Source: an optimization exercise on an open RTL-to-GDS flow (aim: small area). Production flows keep margins and buffers that such runs may drop.
At most, simulation tests tie the RTL to the original design; equivalence was not proved.
No activity file was given, so power comes from the tool's default toggle rates.

==> inputs of job 4693 <==
==> flow/design.v <==
package console_geom_pkg;
  localparam int LINE_WIDTH   = 16;   
  localparam int SCREEN_LINES = 4;    
  localparam int FONT_ROWS    = 2;    
  localparam int BUF_LINES    = 16;
  localparam int COL_BITS     = 4;
  localparam int LINE_BITS    = 4;
  localparam int ADDR_BITS    = 8;    
  localparam int MAX_TAB      = 7;    
  typedef logic [LINE_BITS-1:0] line_idx_t;   
  typedef logic [COL_BITS-1:0]  col_idx_t;    
  typedef struct packed {
    line_idx_t line;
    col_idx_t  col;
  } line_col_t;
  typedef union packed {
    logic [ADDR_BITS-1:0] flat;
    line_col_t            lc;
  } buf_addr_u;
endpackage
package console_code_pkg;
  localparam logic [7:0] BS_CODE    = 8'h08;   
  localparam logic [7:0] HT_CODE    = 8'h09;   
  localparam logic [7:0] LF_CODE    = 8'h0A;   
  localparam logic [7:0] CR_CODE    = 8'h0D;   
  localparam logic [7:0] DEL_CODE   = 8'h7F;   
  localparam logic [7:0] CTRL_LIMIT = 8'd32;   
  localparam logic [7:0] BLANK_CHAR = 8'h00;   
  typedef enum logic [2:0] {
    op_print,
    op_backspace,
    op_newline,     
    op_tab
  } write_op_e;
  typedef struct packed {
    write_op_e  op;
    logic [7:0] ch;
  } write_cmd_t;
endpackage
`timescale 1ns/1ns
module char_decoder (
  input  logic       clk,
  input  logic       i_char_stb,
  input  logic [7:0] i_char,
  input  logic       i_alt_func_en,   
  input  logic       i_rdy,           
  output logic       o_keep,          
  output logic       o_cmd_ctrl,      
  output logic [7:0] o_cmd_ch
);
  logic ctrl;    
  always_comb begin
    ctrl   = 1'b0;
    o_keep = 1'b1;
    if (!i_alt_func_en) begin
      ctrl   = (i_char == console_code_pkg::BS_CODE) || (i_char == console_code_pkg::HT_CODE) ||
               (i_char == console_code_pkg::LF_CODE) || (i_char == console_code_pkg::CR_CODE);
      o_keep = !(((i_char < console_code_pkg::CTRL_LIMIT) && !ctrl) ||
                 (i_char == console_code_pkg::DEL_CODE));
    end
  end
  always_ff @(posedge clk) begin
    if (i_rdy) begin
      o_cmd_ch <= i_char;
    end
  end
  always_ff @(posedge clk) begin
    o_cmd_ctrl <= ctrl;
  end
endmodule
`timescale 1ns/1ns
module cursor_writer (
  input  logic       clk,
  input  logic       rst,
  input  logic       i_char_stb,
  input  logic       i_keep,         
  input  logic       i_cmd_ctrl,
  input  logic [7:0] i_cmd_ch,
  input  logic [2:0] i_tab_count,
  input  logic       i_clear_screen_stb,
  input  logic       i_reader_busy,
  output logic       o_rdy,          
  output logic       o_busy,
  input  logic [3:0] i_turn,         
  output logic       o_start_clear,  
  output logic       o_we,           
  output logic [3:0] o_wr_col,
  output logic [7:0] o_wr_data,
  output logic       o_rd_hide,      
  output logic       o_move,         
  output logic       o_clear,
  output logic [1:0] o_frame_cur,    
  output logic       o_line_clear    
);
  typedef enum logic [2:0] {
    st_idle,
    st_cmd,
    st_print,
    st_backspace,
    st_pad_line,     
    st_clear_line,   
    st_tab,
    st_clear_all
  } wr_state_e;
  wr_state_e  state;
  logic [3:0] col;
  logic [2:0] tab_cnt;
  logic       clear_req;
  logic [1:0] frame_cur;   
  logic       bs_d;     
  logic       wr_now;   
  logic       col_last;
  logic       tab_nz;
  logic       new_line;
  logic       col_inc;
  logic       start_clear;
  assign col_last = (col == 4'd15);
  assign tab_nz   = (tab_cnt != 3'd0);
  assign new_line = col_last && ((state == st_print) || (state == st_pad_line) ||
                                 ((state == st_tab) && tab_nz));
  assign col_inc = (state == st_print) || (state == st_pad_line) || (state == st_clear_line) ||
                   ((state == st_tab) && tab_nz) || ((state == st_clear_all) && (i_turn == 4'd15));
  assign start_clear = (state == st_idle) && clear_req && !i_reader_busy;
  assign o_rdy        = (state == st_idle) && !clear_req;
  assign o_busy       = ((state != st_idle) && (state != st_cmd)) || ((state == st_idle) && clear_req);
  assign wr_now    = (col[0] != i_turn[0]);
  assign o_we      = wr_now && (((state == st_cmd) && !i_cmd_ctrl) || (state == st_print) ||
                                (state == st_backspace) || bs_d);
  assign o_wr_col  = col;
  assign o_wr_data = ((state == st_cmd) || (state == st_print)) ? i_cmd_ch : console_code_pkg::BLANK_CHAR;
  assign o_rd_hide = ((state == st_print) && !wr_now) || (bs_d && wr_now);
  assign o_line_clear = (state == st_clear_line);
  assign o_clear       = (state == st_clear_all);
  assign o_start_clear = start_clear;
  assign o_frame_cur  = frame_cur;
  assign o_move = (state == st_clear_line);
  always_ff @(posedge clk) begin
    bs_d <= (state == st_backspace);
  end
  always_ff @(posedge clk) begin
    if (rst) begin
      state     <= st_clear_all;   
      col       <= '0;
      clear_req <= 1'b0;
    end else begin
      if (col_inc) begin
        col <= col + 4'd1;
      end
      case (state)
        st_idle: begin
          if (o_rdy) begin
            if (i_char_stb && i_keep) begin
              state <= st_cmd;
            end
          end else if (start_clear) begin
            clear_req <= 1'b0;
            col       <= '0;
            state     <= st_clear_all;
          end
        end
        st_cmd: begin
          if (!i_cmd_ctrl) begin
            state <= st_print;
          end else begin
            case (i_cmd_ch[2:0])
              3'd0: begin   
                if (col != 4'd0) begin
                  col <= col - 4'd1;
                end
                state <= st_backspace;
              end
              3'd1:    state <= st_tab;
              default: state <= st_pad_line;   
            endcase
          end
        end
        st_print:      state <= st_idle;
        st_backspace:  state <= st_idle;
        st_clear_line: if (col_last) state <= st_idle;
        st_tab:        if (!tab_nz) state <= st_idle;
        st_clear_all:  if ((i_turn == 4'd15) && col_last) state <= st_idle;
        default: ;
      endcase
      if (new_line) begin
        state <= st_clear_line;
      end
      if (i_clear_screen_stb) begin
        clear_req <= 1'b1;
      end
    end
  end
  always_ff @(posedge clk) begin
    if (state == st_cmd) begin
      tab_cnt <= i_tab_count;
    end else begin
      tab_cnt <= tab_cnt - 3'd1;
    end
  end
  always_ff @(posedge clk) begin
    if (rst || (state == st_clear_all)) begin
      frame_cur <= 2'd0;
    end else if (new_line && (frame_cur != 2'd3)) begin
      frame_cur <= frame_cur + 2'd1;
    end
  end
endmodule
`timescale 1ns/1ns
module char_ram (
  input  logic       clk,
  input  logic       rst,
  input  logic       i_start_clear,  
  input  logic       i_we,          
  input  logic [3:0] i_wr_col,
  input  logic [7:0] i_wr_data,
  input  logic       i_move,        
  input  logic       i_clear,       
  output logic [3:0] o_turn,
  input  logic [3:0] i_rd_col,      
  input  logic [3:0] i_rd_src,      
  input  logic       i_rd_hide,     
  output logic [7:0] o_rd_data
);
  logic [7:0] rows [4][16];   
  logic [3:0] turn;
  logic [3:0] next_place;   
  logic [15:0] place_oh;    
  logic [3:0] wr_place;
  logic [7:0] port_d;
  logic [7:0] rd;
  always_ff @(posedge clk) begin
    if (rst || i_start_clear) begin
      turn <= '0;
    end else begin
      turn <= turn + 4'd1;
    end
  end
  assign o_turn   = turn;
  assign next_place = i_rd_col - turn - 4'd1;
  always_ff @(posedge clk) begin
    for (int i = 0; i < 16; i++) place_oh[i] <= (next_place == i[3:0]);
  end
  assign wr_place = i_wr_col - turn - 4'd1;   
  assign port_d   = (i_clear || i_move) ? console_code_pkg::BLANK_CHAR : i_wr_data;
  always_ff @(posedge clk) begin
    for (int k = 0; k < 4; k++) begin
      for (int i = 0; i < 16; i++) begin
        rows[k][i] <= rows[k][(i + 1) % 16];
      end
    end
    if (i_clear || i_move) begin
      rows[0][14] <= rows[3][15];
      rows[1][14] <= rows[0][15];
      rows[2][14] <= rows[1][15];
    end
    for (int i = 0; i < 16; i += 2) begin
      if (i_clear || (i_move && (i == 14)) || (i_we && (wr_place[3:1] == i[3:1]))) begin
        rows[3][i] <= port_d;
      end
    end
  end
  always_comb begin
    logic [7:0] oct [2];
    logic       row_on;
    rd = '0;
    for (int k = 0; k < 4; k++) begin
      row_on = i_rd_src[k];
      if (k == 3) row_on = row_on && !(i_rd_hide && (i_rd_col == i_wr_col));
      oct[0] = '0;
      for (int i = 0; i < 16; i++) oct[0] |= rows[k][i] & {8{place_oh[i]}};
      rd |= oct[0] & {8{row_on}};
    end
  end
  always_ff @(posedge clk) begin
    o_rd_data <= rd;
  end
endmodule
`timescale 1ns/1ns
module frame_reader (
  input  logic       clk,
  input  logic       rst,
  input  logic       i_read_frame_stb,
  input  logic       i_char_req_en,   
  input  logic       i_writer_busy,
  input  logic [1:0] i_frame_cur,    
  input  logic       i_line_clear,    
  output logic       o_busy,
  output logic [3:0] o_rd_col,       
  output logic [3:0] o_rd_src,       
  output logic       o_char_rdy
);
  typedef enum logic [1:0] {
    rd_idle,
    rd_wait_writer,
    rd_setup,
    rd_request
  } rd_state_e;
  rd_state_e  state;
  logic [6:0] pos;      
  logic       req_hit;
  logic       in_delay;
  logic       rdy_d1;   
  assign in_delay = (state == rd_request) && rdy_d1;
  assign req_hit  = (state == rd_request) && !rdy_d1 && i_char_req_en && !i_line_clear;
  assign o_busy   = (state == rd_setup) || (state == rd_request);
  always_ff @(posedge clk) begin
    if (rst) begin
      state      <= rd_idle;
      rdy_d1     <= 1'b0;
      o_char_rdy <= 1'b0;
    end else begin
      rdy_d1     <= req_hit;
      o_char_rdy <= rdy_d1;
      case (state)
        rd_wait_writer: if (!i_writer_busy) state <= rd_setup;   
        rd_setup:       state <= rd_request;
        rd_request:     if (in_delay && (pos == 7'd127)) state <= rd_idle;   
        default: ;
      endcase
      if (i_read_frame_stb) begin
        state <= rd_wait_writer;   
      end
    end
  end
  always_ff @(posedge clk) begin
    if (state == rd_wait_writer) begin
      pos <= '0;
    end else if (in_delay) begin
      pos <= pos + 7'd1;
    end
  end
  logic [1:0] scr;    
  logic [2:0] src;
  assign scr = pos[6:5];
  always_comb begin
    if (scr == i_frame_cur) begin
      src = 3'd3;
    end else if (scr < i_frame_cur) begin
      src = {1'b0, i_frame_cur - scr - 2'd1};
    end else begin
      src = 3'd4;
    end
  end
  assign o_rd_col = pos[3:0];
  always_ff @(posedge clk) begin
    for (int k = 0; k < 4; k++) o_rd_src[k] <= (src == k[2:0]);
  end
endmodule
`timescale 1ns/1ns
module console_buffer (
  input  logic       clk,
  input  logic       rst,
  input  logic       i_char_stb,
  input  logic [7:0] i_char,
  input  logic       i_alt_func_en,
  input  logic [2:0] i_tab_count,
  input  logic       i_clear_screen_stb,
  output logic       o_wr_char_rdy,
  input  logic       i_read_frame_stb,
  input  logic       i_char_req_en,
  output logic       o_char_rdy,
  output logic [7:0] o_char
);
  logic       keep;
  logic       rdy;
  logic       cmd_ctrl;
  logic [7:0] cmd_ch;
  logic       writer_busy;
  logic       reader_busy;
  logic       we;
  logic [3:0] wr_col;
  logic [7:0] wr_data;
  logic       move;
  logic       clear;
  logic       start_clear;
  logic       rd_hide;
  logic [1:0] frame_cur;
  logic [3:0] rd_col;
  logic [3:0] turn;
  logic [3:0] rd_src;
  logic       line_clear;
  char_decoder u_char_decoder (
    .clk(clk),
    .i_char_stb(i_char_stb), .i_char(i_char), .i_alt_func_en(i_alt_func_en),
    .i_rdy(rdy),
    .o_keep(keep), .o_cmd_ctrl(cmd_ctrl), .o_cmd_ch(cmd_ch)
  );
  assign o_wr_char_rdy = rdy;
  cursor_writer u_cursor_writer (
    .clk(clk), .rst(rst),
    .i_char_stb(i_char_stb), .i_keep(keep), .i_cmd_ctrl(cmd_ctrl), .i_cmd_ch(cmd_ch), .i_tab_count(i_tab_count),
    .i_clear_screen_stb(i_clear_screen_stb), .i_reader_busy(reader_busy),
    .o_rdy(rdy), .o_busy(writer_busy), .i_turn(turn), .o_start_clear(start_clear),
    .o_we(we), .o_wr_col(wr_col), .o_wr_data(wr_data), .o_rd_hide(rd_hide),
    .o_move(move), .o_clear(clear),
    .o_frame_cur(frame_cur), .o_line_clear(line_clear)
  );
  char_ram u_char_ram (
    .clk(clk), .rst(rst), .i_start_clear(start_clear), .i_we(we), .i_wr_col(wr_col), .i_wr_data(wr_data),
    .i_move(move), .i_clear(clear), .o_turn(turn),
    .i_rd_col(rd_col), .i_rd_src(rd_src), .i_rd_hide(rd_hide), .o_rd_data(o_char)
  );
  frame_reader u_frame_reader (
    .clk(clk), .rst(rst),
    .i_read_frame_stb(i_read_frame_stb), .i_char_req_en(i_char_req_en),
    .i_writer_busy(writer_busy), .i_frame_cur(frame_cur),
    .i_line_clear(line_clear),
    .o_busy(reader_busy), .o_rd_col(rd_col), .o_rd_src(rd_src), .o_char_rdy(o_char_rdy)
  );
endmodule
==> flow/flow/run.sh <==
#!/bin/bash
# Standard layout, with port buffers of the smallest buffer and no dummy clock loads.
set -e
export BUFFER_PORTS_ARGS="-buffer_cell sky130_fd_sc_hd__buf_1"
export CTS_ARGS="-sink_clustering_enable -repair_clock_nets -dont_use_dummy_load -sink_clustering_size 19 -sink_clustering_max_diameter 90 -buf_list sky130_fd_sc_hd__clkbuf_8"
bash standard.sh > standard.log 2>&1
==> flow/standard.sh <==
#!/bin/bash
# synth_recipe.tcl (not shown) runs the flow's synth.tcl, then flattens the netlist and writes it again
# the make line also repeats each setting of config.mk as NAME=value (left out here)
make -C /OpenROAD-flow-scripts/flow DESIGN_CONFIG=/design/flow/config.mk WORK_HOME=/design/flow/orfs CLKGATE_MAP_FILE= SYNTH_SCRIPT=/design/flow/synth_recipe.tcl "${@:-finish}"
==> flow/config.mk <==
export PLATFORM = sky130hd
export DESIGN_NAME = console_buffer
export DESIGN_NICKNAME = console_buffer
export VERILOG_FILES = /design/flow/design.v
export SDC_FILE = /design/flow/constraint.sdc
export NUM_CORES = 4
export LEC_CHECK = 0
export CAP_MARGIN = 20
export CORE_MARGIN = 2
export CORE_UTILIZATION = 60
export CTS_BUF_LIST = sky130_fd_sc_hd__clkbuf_8
export CTS_CLUSTER_DIAMETER = 60
export CTS_CLUSTER_SIZE = 16
export SLEW_MARGIN = 20
export SYNTH_MEMORY_MAX_BITS = 4096
==> flow/constraint.sdc <==
create_clock -name core_clock -period 5.0 [get_ports {clk}]
set_input_delay 1.0000 -clock core_clock [delete_from_list [all_inputs] [get_ports {clk}]]
set_output_delay 1.0000 -clock core_clock [all_outputs]
set_load 0.01 [all_outputs]
==> job 1002 (differences from job 4693) <==
==> flow/design.v, changed modules only <==
module char_ram (
  input  logic       clk,
  input  logic       rst,
  input  logic       i_start_clear,  
  input  logic       i_we,          
  input  logic [3:0] i_wr_col,
  input  logic [7:0] i_wr_data,
  input  logic       i_move,        
  input  logic       i_clear,       
  output logic [3:0] o_turn,
  input  logic [3:0] i_rd_col,
  input  logic [2:0] i_rd_src,      
  input  logic       i_rd_hide,     
  output logic [7:0] o_rd_data
);
  logic [7:0] rows [4][16];   
  logic [3:0] turn;
  logic [3:0] rd_place;
  logic [3:0] wr_place;
  logic [7:0] row_d [4];
  logic [7:0] port_d;
  logic [7:0] rd;
  always_ff @(posedge clk) begin
    if (rst || i_start_clear) begin
      turn <= '0;
    end else begin
      turn <= turn + 4'd1;
    end
  end
  assign o_turn   = turn;
  assign rd_place = i_rd_col - turn;
  assign wr_place = i_wr_col - turn - 4'd1;   
  assign port_d   = (i_clear || i_move) ? console_code_pkg::BLANK_CHAR : i_wr_data;
  always_ff @(posedge clk) begin
    for (int k = 0; k < 4; k++) begin
      for (int i = 0; i < 16; i++) begin
        rows[k][i] <= rows[k][(i + 1) % 16];
      end
    end
    if (i_clear || i_move) begin
      rows[0][14] <= rows[3][15];
      rows[1][14] <= rows[0][15];
      rows[2][14] <= rows[1][15];
    end
    for (int i = 0; i < 16; i += 2) begin
      if (i_clear || (i_move && (i == 14)) || (i_we && (wr_place[3:1] == i[3:1]))) begin
        rows[3][i] <= port_d;
      end
    end
  end
  always_comb begin
    logic [7:0] quad [4];
    for (int k = 0; k < 4; k++) begin
      for (int q = 0; q < 4; q++) begin
        quad[q] = '0;
        for (int i = 0; i < 4; i++) quad[q] |= rows[k][q*4 + i] & {8{rd_place[1:0] == i[1:0]}};
      end
      row_d[k] = '0;
      for (int q = 0; q < 4; q++) row_d[k] |= quad[q] & {8{rd_place[3:2] == q[1:0]}};
    end
  end
  always_comb begin
    case (i_rd_src)
      3'd0:    rd = row_d[0];
      3'd1:    rd = row_d[1];
      3'd2:    rd = row_d[2];
      3'd3:    rd = (i_rd_hide && (i_rd_col == i_wr_col)) ? console_code_pkg::BLANK_CHAR : row_d[3];
      default: rd = console_code_pkg::BLANK_CHAR;
    endcase
  end
  always_ff @(posedge clk) begin
    o_rd_data <= rd;
  end
endmodule
module frame_reader (
  input  logic       clk,
  input  logic       rst,
  input  logic       i_read_frame_stb,
  input  logic       i_char_req_en,   
  input  logic       i_writer_busy,
  input  logic [1:0] i_frame_cur,    
  input  logic       i_line_clear,    
  output logic       o_busy,
  output logic [3:0] o_rd_col,       
  output logic [2:0] o_rd_src,       
  output logic       o_char_rdy
);
  typedef enum logic [1:0] {
    rd_idle,
    rd_wait_writer,
    rd_setup,
    rd_request
  } rd_state_e;
  rd_state_e  state;
  logic [6:0] pos;      
  logic       req_hit;
  logic       in_delay;
  logic       rdy_d1;   
  assign in_delay = (state == rd_request) && rdy_d1;
  assign req_hit  = (state == rd_request) && !rdy_d1 && i_char_req_en && !i_line_clear;
  assign o_busy   = (state == rd_setup) || (state == rd_request);
  always_ff @(posedge clk) begin
    if (rst) begin
      state      <= rd_idle;
      rdy_d1     <= 1'b0;
      o_char_rdy <= 1'b0;
    end else begin
      rdy_d1     <= req_hit;
      o_char_rdy <= rdy_d1;
      case (state)
        rd_wait_writer: if (!i_writer_busy) state <= rd_setup;   
        rd_setup:       state <= rd_request;
        rd_request:     if (in_delay && (pos == 7'd127)) state <= rd_idle;   
        default: ;
      endcase
      if (i_read_frame_stb) begin
        state <= rd_wait_writer;   
      end
    end
  end
  always_ff @(posedge clk) begin
    if (state == rd_wait_writer) begin
      pos <= '0;
    end else if (in_delay) begin
      pos <= pos + 7'd1;
    end
  end
  logic [1:0] scr;    
  logic [2:0] src;
  assign scr = pos[6:5];
  always_comb begin
    if (scr == i_frame_cur) begin
      src = 3'd3;
    end else if (scr < i_frame_cur) begin
      src = {1'b0, i_frame_cur - scr - 2'd1};
    end else begin
      src = 3'd4;
    end
  end
  assign o_rd_col = pos[3:0];
  always_ff @(posedge clk) begin
    o_rd_src <= src;
  end
endmodule
module console_buffer (
  input  logic       clk,
  input  logic       rst,
  input  logic       i_char_stb,
  input  logic [7:0] i_char,
  input  logic       i_alt_func_en,
  input  logic [2:0] i_tab_count,
  input  logic       i_clear_screen_stb,
  output logic       o_wr_char_rdy,
  input  logic       i_read_frame_stb,
  input  logic       i_char_req_en,
  output logic       o_char_rdy,
  output logic [7:0] o_char
);
  logic       keep;
  logic       rdy;
  logic       cmd_ctrl;
  logic [7:0] cmd_ch;
  logic       writer_busy;
  logic       reader_busy;
  logic       we;
  logic [3:0] wr_col;
  logic [7:0] wr_data;
  logic       move;
  logic       clear;
  logic       start_clear;
  logic       rd_hide;
  logic [1:0] frame_cur;
  logic [3:0] rd_col;
  logic [3:0] turn;
  logic [2:0] rd_src;
  logic       line_clear;
  char_decoder u_char_decoder (
    .clk(clk),
    .i_char_stb(i_char_stb), .i_char(i_char), .i_alt_func_en(i_alt_func_en),
    .i_rdy(rdy),
    .o_keep(keep), .o_cmd_ctrl(cmd_ctrl), .o_cmd_ch(cmd_ch)
  );
  assign o_wr_char_rdy = rdy;
  cursor_writer u_cursor_writer (
    .clk(clk), .rst(rst),
    .i_char_stb(i_char_stb), .i_keep(keep), .i_cmd_ctrl(cmd_ctrl), .i_cmd_ch(cmd_ch), .i_tab_count(i_tab_count),
    .i_clear_screen_stb(i_clear_screen_stb), .i_reader_busy(reader_busy),
    .o_rdy(rdy), .o_busy(writer_busy), .i_turn(turn), .o_start_clear(start_clear),
    .o_we(we), .o_wr_col(wr_col), .o_wr_data(wr_data), .o_rd_hide(rd_hide),
    .o_move(move), .o_clear(clear),
    .o_frame_cur(frame_cur), .o_line_clear(line_clear)
  );
  char_ram u_char_ram (
    .clk(clk), .rst(rst), .i_start_clear(start_clear), .i_we(we), .i_wr_col(wr_col), .i_wr_data(wr_data),
    .i_move(move), .i_clear(clear), .o_turn(turn),
    .i_rd_col(rd_col), .i_rd_src(rd_src), .i_rd_hide(rd_hide), .o_rd_data(o_char)
  );
  frame_reader u_frame_reader (
    .clk(clk), .rst(rst),
    .i_read_frame_stb(i_read_frame_stb), .i_char_req_en(i_char_req_en),
    .i_writer_busy(writer_busy), .i_frame_cur(frame_cur),
    .i_line_clear(line_clear),
    .o_busy(reader_busy), .o_rd_col(rd_col), .o_rd_src(rd_src), .o_char_rdy(o_char_rdy)
  );
endmodule
- CAP_MARGIN: 20 -> 5
- CTS_BUF_LIST: sky130_fd_sc_hd__clkbuf_8 -> unset
- CTS_CLUSTER_DIAMETER: 60 -> unset
- CTS_CLUSTER_SIZE: 16 -> unset
- SLEW_MARGIN: 20 -> 5
==> job 6273 (differences from job 4693) <==
==> flow/design.v, changed modules only <==
module char_ram (
  input  logic       clk,
  input  logic       rst,
  input  logic       i_start_clear,  
  input  logic       i_we,          
  input  logic [3:0] i_wr_col,
  input  logic [7:0] i_wr_data,
  input  logic       i_move,        
  input  logic       i_clear,       
  output logic [3:0] o_turn,
  input  logic [3:0] i_rd_col,
  input  logic [2:0] i_rd_src,      
  input  logic       i_rd_hide,     
  output logic [7:0] o_rd_data
);
  logic [7:0] rows [4][16];   
  logic [3:0] turn;
  logic [3:0] rd_place;
  logic [3:0] wr_place;
  logic [7:0] row_d [4];
  logic [3:0] row_sel;
  logic [7:0] port_d;
  logic [7:0] rd;
  always_ff @(posedge clk) begin
    if (rst || i_start_clear) begin
      turn <= '0;
    end else begin
      turn <= turn + 4'd1;
    end
  end
  assign o_turn   = turn;
  assign rd_place = i_rd_col - turn;
  assign wr_place = i_wr_col - turn - 4'd1;   
  assign port_d   = (i_clear || i_move) ? console_code_pkg::BLANK_CHAR : i_wr_data;
  always_ff @(posedge clk) begin
    for (int k = 0; k < 4; k++) begin
      for (int i = 0; i < 16; i++) begin
        rows[k][i] <= rows[k][(i + 1) % 16];
      end
    end
    if (i_clear || i_move) begin
      rows[0][14] <= rows[3][15];
      rows[1][14] <= rows[0][15];
      rows[2][14] <= rows[1][15];
    end
    for (int i = 0; i < 16; i += 2) begin
      if (i_clear || (i_move && (i == 14)) || (i_we && (wr_place[3:1] == i[3:1]))) begin
        rows[3][i] <= port_d;
      end
    end
  end
  always_comb begin
    for (int k = 0; k < 3; k++) row_sel[k] = (i_rd_src == k[2:0]);
    row_sel[3] = (i_rd_src == 3'd3) && !(i_rd_hide && (i_rd_col == i_wr_col));
  end
  always_comb begin
    logic [7:0] quad [4];
    for (int k = 0; k < 4; k++) begin
      for (int q = 0; q < 4; q++) begin
        quad[q] = '0;
        for (int i = 0; i < 4; i++) quad[q] |= rows[k][q*4 + i] & {8{rd_place[1:0] == i[1:0]}};
      end
      row_d[k] = '0;
      for (int q = 0; q < 4; q++) row_d[k] |= quad[q] & {8{(rd_place[3:2] == q[1:0]) && row_sel[k]}};
    end
  end
  assign rd = row_d[0] | row_d[1] | row_d[2] | row_d[3];
  always_ff @(posedge clk) begin
    o_rd_data <= rd;
  end
endmodule
module frame_reader (
  input  logic       clk,
  input  logic       rst,
  input  logic       i_read_frame_stb,
  input  logic       i_char_req_en,   
  input  logic       i_writer_busy,
  input  logic [1:0] i_frame_cur,    
  input  logic       i_line_clear,    
  output logic       o_busy,
  output logic [3:0] o_rd_col,       
  output logic [2:0] o_rd_src,       
  output logic       o_char_rdy
);
  typedef enum logic [1:0] {
    rd_idle,
    rd_wait_writer,
    rd_setup,
    rd_request
  } rd_state_e;
  rd_state_e  state;
  logic [6:0] pos;      
  logic       req_hit;
  logic       in_delay;
  logic       rdy_d1;   
  assign in_delay = (state == rd_request) && rdy_d1;
  assign req_hit  = (state == rd_request) && !rdy_d1 && i_char_req_en && !i_line_clear;
  assign o_busy   = (state == rd_setup) || (state == rd_request);
  always_ff @(posedge clk) begin
    if (rst) begin
      state      <= rd_idle;
      rdy_d1     <= 1'b0;
      o_char_rdy <= 1'b0;
    end else begin
      rdy_d1     <= req_hit;
      o_char_rdy <= rdy_d1;
      case (state)
        rd_wait_writer: if (!i_writer_busy) state <= rd_setup;   
        rd_setup:       state <= rd_request;
        rd_request:     if (in_delay && (pos == 7'd127)) state <= rd_idle;   
        default: ;
      endcase
      if (i_read_frame_stb) begin
        state <= rd_wait_writer;   
      end
    end
  end
  always_ff @(posedge clk) begin
    if (state == rd_wait_writer) begin
      pos <= '0;
    end else if (in_delay) begin
      pos <= pos + 7'd1;
    end
  end
  logic [1:0] scr;    
  logic [2:0] src;
  assign scr = pos[6:5];
  always_comb begin
    if (scr == i_frame_cur) begin
      src = 3'd3;
    end else if (scr < i_frame_cur) begin
      src = {1'b0, i_frame_cur - scr - 2'd1};
    end else begin
      src = 3'd4;
    end
  end
  assign o_rd_col = pos[3:0];
  always_ff @(posedge clk) begin
    o_rd_src <= src;
  end
endmodule
module console_buffer (
  input  logic       clk,
  input  logic       rst,
  input  logic       i_char_stb,
  input  logic [7:0] i_char,
  input  logic       i_alt_func_en,
  input  logic [2:0] i_tab_count,
  input  logic       i_clear_screen_stb,
  output logic       o_wr_char_rdy,
  input  logic       i_read_frame_stb,
  input  logic       i_char_req_en,
  output logic       o_char_rdy,
  output logic [7:0] o_char
);
  logic       keep;
  logic       rdy;
  logic       cmd_ctrl;
  logic [7:0] cmd_ch;
  logic       writer_busy;
  logic       reader_busy;
  logic       we;
  logic [3:0] wr_col;
  logic [7:0] wr_data;
  logic       move;
  logic       clear;
  logic       start_clear;
  logic       rd_hide;
  logic [1:0] frame_cur;
  logic [3:0] rd_col;
  logic [3:0] turn;
  logic [2:0] rd_src;
  logic       line_clear;
  char_decoder u_char_decoder (
    .clk(clk),
    .i_char_stb(i_char_stb), .i_char(i_char), .i_alt_func_en(i_alt_func_en),
    .i_rdy(rdy),
    .o_keep(keep), .o_cmd_ctrl(cmd_ctrl), .o_cmd_ch(cmd_ch)
  );
  assign o_wr_char_rdy = rdy;
  cursor_writer u_cursor_writer (
    .clk(clk), .rst(rst),
    .i_char_stb(i_char_stb), .i_keep(keep), .i_cmd_ctrl(cmd_ctrl), .i_cmd_ch(cmd_ch), .i_tab_count(i_tab_count),
    .i_clear_screen_stb(i_clear_screen_stb), .i_reader_busy(reader_busy),
    .o_rdy(rdy), .o_busy(writer_busy), .i_turn(turn), .o_start_clear(start_clear),
    .o_we(we), .o_wr_col(wr_col), .o_wr_data(wr_data), .o_rd_hide(rd_hide),
    .o_move(move), .o_clear(clear),
    .o_frame_cur(frame_cur), .o_line_clear(line_clear)
  );
  char_ram u_char_ram (
    .clk(clk), .rst(rst), .i_start_clear(start_clear), .i_we(we), .i_wr_col(wr_col), .i_wr_data(wr_data),
    .i_move(move), .i_clear(clear), .o_turn(turn),
    .i_rd_col(rd_col), .i_rd_src(rd_src), .i_rd_hide(rd_hide), .o_rd_data(o_char)
  );
  frame_reader u_frame_reader (
    .clk(clk), .rst(rst),
    .i_read_frame_stb(i_read_frame_stb), .i_char_req_en(i_char_req_en),
    .i_writer_busy(writer_busy), .i_frame_cur(frame_cur),
    .i_line_clear(line_clear),
    .o_busy(reader_busy), .o_rd_col(rd_col), .o_rd_src(rd_src), .o_char_rdy(o_char_rdy)
  );
endmodule
==> parameters.txt <==
Parameter                              Value

Outcome
  Run status ... no timing/DRC/antenna violations

Critical path
  Worst reg2reg path startpoint ... u_char_ram.turn[0]

GRT
  Total Routing Usage GR ... 27.1%
  Most Crowded Layer GR ... met2
  Global-route wire length before repair ... 63500 µm

Power
  Switching component of the power ... 1.43 mW
  Power in sequential cells ... 4.65 mW

Logic synthesis
  Adder-cell share of the synthesized area ... 1.38%
  Share of the synthesized area in compound gates (AO/OA/AOI/OAI) ... 16.0%
  Count of mapped cells out of synthesis ... 1377
  Register area share after synthesis ... 66.9%
  Ranking of synthesized cells by instance count ... 570 x dfxtp_1, 113 x a22o_1, 112 x a221oi_1

Route
  Met3 Routed Length ... 2150 µm

STA
  Worst-case hold slack ... 0.332 ns

Hold path
  Beginning of the worst hold path ... u_char_ram.rows[8][1]

Cells and area
  Biggest regs ... u_char_ram.rows x512, u_char_ram.place_oh x16

Placement
  Final Wtd Congestion ... 0.788
  Count of placed standard cells including taps ... 1732
The numbers above come from job 4693.

==> parameters.txt <==
Parameter                              Value

Hold path
  Beginning of the worst hold path ... u_char_ram.rows[58][4]

Logic synthesis
  Count of mapped cells out of synthesis ... 1310
  Share of the synthesized area in compound gates (AO/OA/AOI/OAI) ... 4.75%
  Number of nets produced by synthesis ... 1346
  Register area share after synthesis ... 62.4%
  Ranking of synthesized cells by instance count ... 553 x dfxtp_1, 124 x mux4_2, 123 x nand2_1

Outcome
  Run status ... no timing/DRC/antenna violations

Placement
  Count of placed standard cells including taps ... 1679
  Final Wtd Congestion ... 0.799

GRT
  Total Routing Usage GR ... 23.7%
  Global-route wire length before repair ... 57700 µm

Critical path
  Worst reg2reg path startpoint ... u_frame_reader.pos[0]

Power
  Power in sequential cells ... 4.65 mW

STA
  Worst-case hold slack ... 0.343 ns
The numbers above come from job 6273.

==> parameters.txt <==
Parameter                              Value

Outcome
  Run status ... no timing/DRC/antenna violations

Cells and area
  Biggest regs ... u_char_ram.rows x512, u_char_decoder.o_cmd_ch x8, u_char_ram.o_rd_data x8

Logic synthesis
  Count of mapped cells out of synthesis ... 1381
  Share of the synthesized area in compound gates (AO/OA/AOI/OAI) ... 4.59%
  Register area share after synthesis ... 62.4%

STA
  Worst-case hold slack ... 0.325 ns

Route
  Met3 Routed Length ... 1330 µm

GRT
  Total Routing Usage GR ... 23.4%
  Most Crowded Layer GR ... met1

Power
  Power in sequential cells ... 4.51 mW
The numbers above come from job 1002.

Only the layout flow was run in job 4693 and job 6273; the RTL was not checked for function there.

-- separate check: timing with driven ports --
How much do the figures lean on ideal ports? The routed layouts below were timed once more, with nothing changed but the port constraints. Step 1: set_driving_cell puts a clkbuf_16 on clk and a buf_2 on each other input, an assumption about the parent block. Step 2 moves the port delays by t, midway between the first and last clock arrival at a register: inputs arrive t later, outputs are due t later. That takes back most of the time a late clock gives input paths. Three values: ideal, step 1, step 2; two values: the first two.
run | shift t [ns] | setup WS [ns] | worst setup path at the end | worst data-port slew with drivers (ns)
job 4693 | 0.588 | 1.745 / 1.697 / 2.284 | register to output | 0.03
job 1002 | 0.593 | 1.130 / 1.130 / 1.130 | register to register | 0.03
job 6273 | 0.582 | 1.506 / 1.506 / 1.506 | register to register | 0.03
After both steps setup and hold are still met in every run listed.
